Source: an optimization exercise on an open RTL-to-GDS flow (aim: a short achievable clock period and few clock cycles per item). Production flows keep margins and buffers that such runs may drop. The RTL was checked by simulation tests, not by an equivalence proof against the original design. The clock port is modelled as an ideal driver; clocking choices that lean on that would not hold on a real chip. Power and IR drop assume default switching activity.

== rev 12 ==
==> flow/design.v (excerpt) <==
module lru_key_value_cache_top
#(
    parameter int ENTRIES = lkvc_pkg::ENTRIES_DEF
)
(
    input  logic               clk,
    input  logic               rst_n,
    input  logic               cfg_valid,
    output logic               cfg_ready,
    input  logic [4:0]         cfg_data,
    input  logic               in_valid,
    output logic               in_ready,
    input  logic               req_type,
    input  logic signed [31:0] key,
    input  logic signed [31:0] value,
    output logic               out_valid,
    input  logic               out_ready,
    output logic               hit,
    output logic signed [31:0] read_value,
    output logic               evicted,
    output logic signed [31:0] evicted_key
);
Settings: LEC_CHECK=0, ABC_CLOCK_PERIOD_IN_PS=2000, CAP_MARGIN=20, CORE_MARGIN=2, CORE_UTILIZATION=55, SETUP_SLACK_MARGIN=5, SLEW_MARGIN=20; clock period 8.0 ns.
run.sh (not shown) runs the stock make flow with config.mk's settings and CLKGATE_MAP_FILE= SYNTH_SCRIPT=/design/flow/synth_recipe.tcl, a recipe that flattens the netlist after the stock synthesis.
Testbench counts of rev 12, summed over its fixed seeds: cycles 12,032, items 12,000.
#### Input delta (rev 13 over rev 12)
Settings: SETUP_SLACK_MARGIN: 5 -> unset.
==> flow/flow/run.sh (new file) <==
#!/bin/bash
set -euo pipefail
bash standard.sh SETUP_SLACK_MARGIN=5.6 finish > standard_make.log 2>&1
==> flow/standard.sh (new file) <==
#!/bin/bash
# synth_recipe.tcl (not shown) runs the flow's synth.tcl, then flattens the netlist and writes it again
# the make line also repeats each setting of config.mk as NAME=value (left out here)
make -C /OpenROAD-flow-scripts/flow DESIGN_CONFIG=/design/flow/config.mk WORK_HOME=/design/flow/orfs CLKGATE_MAP_FILE= SYNTH_SCRIPT=/design/flow/synth_recipe.tcl "${@:-finish}"
removed: flow/run.sh
### Flow results
- Relative to rev 12, rev 13 degrades reported net switching power.
- Of rev 13 and rev 12, the lower length of routed met2 wiring belongs to rev 12.
- Rev 12 → rev 13: number of top-level pins neither gained nor lost much, leakage power picked up an extra 1.3 nW, global-route wire length before repair picked up an extra 1.4%, routing usage on met2 picked up an extra 0.42 points.
- The combined global-route utilization of all metal layers of rev 13 exceeds that of rev 12 by 0.50 points.
- The highest attainable clock frequency in rev 13 sits about 7% above the value recorded for rev 12.
- Compared to rev 12, rev 13 has portion of total power attributed to the clock network 0.6 points lower.
- When rev 13 is set beside rev 12, its final wirelength turns out to be 2.2% larger.
- A end point of the critical path of evicted_key[19] is what rev 13 shows, while u_store.c_any belongs to rev 12.

* * *

Another version of the RTL of lru_key_value_cache_top (not shown whole).
Size in the first run: roughly 4800 cells after synthesis, ~1800 flip-flops, ~140 I/O pins, ~68000 um2 of cells after synthesis.
export LEC_CHECK = 0
export ABC_CLOCK_PERIOD_IN_PS = 2000
export CAP_MARGIN = 20
export CORE_MARGIN = 2
export CORE_UTILIZATION = 55
export CTS_CLUSTER_DIAMETER = 80
export CTS_CLUSTER_SIZE = 25
export SLEW_MARGIN = 20
create_clock -name core_clock -period 8.0 [get_ports {clk}]
standard.sh (not shown) runs the stock make flow with config.mk's settings and CLKGATE_MAP_FILE= SYNTH_SCRIPT=/design/flow/synth_recipe.tcl, a recipe that flattens the netlist after the stock synthesis.
==> flow/flow/run.sh <==
#!/bin/bash
set -euo pipefail
bash standard.sh SETUP_SLACK_MARGIN=5.45 PRE_CTS_TCL="$PWD/flow/clk_root.tcl" finish > standard_make.log 2>&1
Other scripts of this flow, unchanged in this note and not shown: flow/flow/clk_root.tcl
The starting point ran to the end with no violations.
Testbench counts at the start, summed over its fixed seeds: cycles 12,032, items 12,000.
Rerun with:
==> flow/flow/run.sh (replaced) <==
#!/bin/bash
set -euo pipefail
bash standard.sh SETUP_SLACK_MARGIN=5.6 PRE_CTS_TCL="$PWD/flow/clk_root.tcl" finish > standard_make.log 2>&1
--- a/flow/config.mk
+++ b/flow/config.mk
@@ -11 +11 @@
-export CORE_UTILIZATION = 55
+export CORE_UTILIZATION = 65
=>
- The new run produced a clean layout
- synthesized area does not change
- synthesized cell count is unchanged
- clock power drops by 4.8%
- design area hardly moves
- register-to-register slack is better by 0.04 ns
- combinational power climbs by 4.4%
- die area drops by 15%
Rerun with:
--- a/flow/config.mk
+++ b/flow/config.mk
@@ -11 +11 @@
-export CORE_UTILIZATION = 65
+export CORE_UTILIZATION = 55
Outcome:
- The new run finished clean
- worst setup slack improves by 0.069 ns
- critical path depth falls by 6
- fmax rises by 2.6%
- die area rises by 18%
- via count falls by 1.8%
- final cell count rises by 4.9%
- routed wire length rises by 4.0%

==> afterwards: timing with drivers on the ports <==
No port has a modelled driver above. Below, the same layouts with a new extraction and two added sets of constraints.
Step 1 sets driving cells, clkbuf_16 on the clock port and buf_2 on the other inputs (assumed; they add their load-dependent delay and slew).
Step 2 times the ports against the registers' clock, not the clock port: input delays grow and output delays shrink by t, the midpoint of the rising clock arrivals with the driver on.
Slacks: ideal ports / drivers / drivers and shift; pairs: ideal ports / drivers.
| run | t (ns) | setup slack, ns | worst setup path at the end |
|---|---|---|---|
| rev 12 | 0.890 | 4.815 / 4.815 / 3.937 | input to register |
| rev 13 | 0.897 | 5.014 / 4.931 / 4.621 | input to register |
| the first run of note 2 | 0.748 | 5.211 / 5.156 / 4.666 | input to register |
| the second run of note 2 | 0.752 | 5.250 / 5.141 / 4.965 | input to register |
| the third run of note 2 | 0.772 | 5.319 / 5.146 / 4.884 | input to register |
After both steps every run listed still meets setup and hold. For rev 12, which loses most, drivers alone change the setup slack by 0.000 ns; drivers and shift together by -0.878 ns.
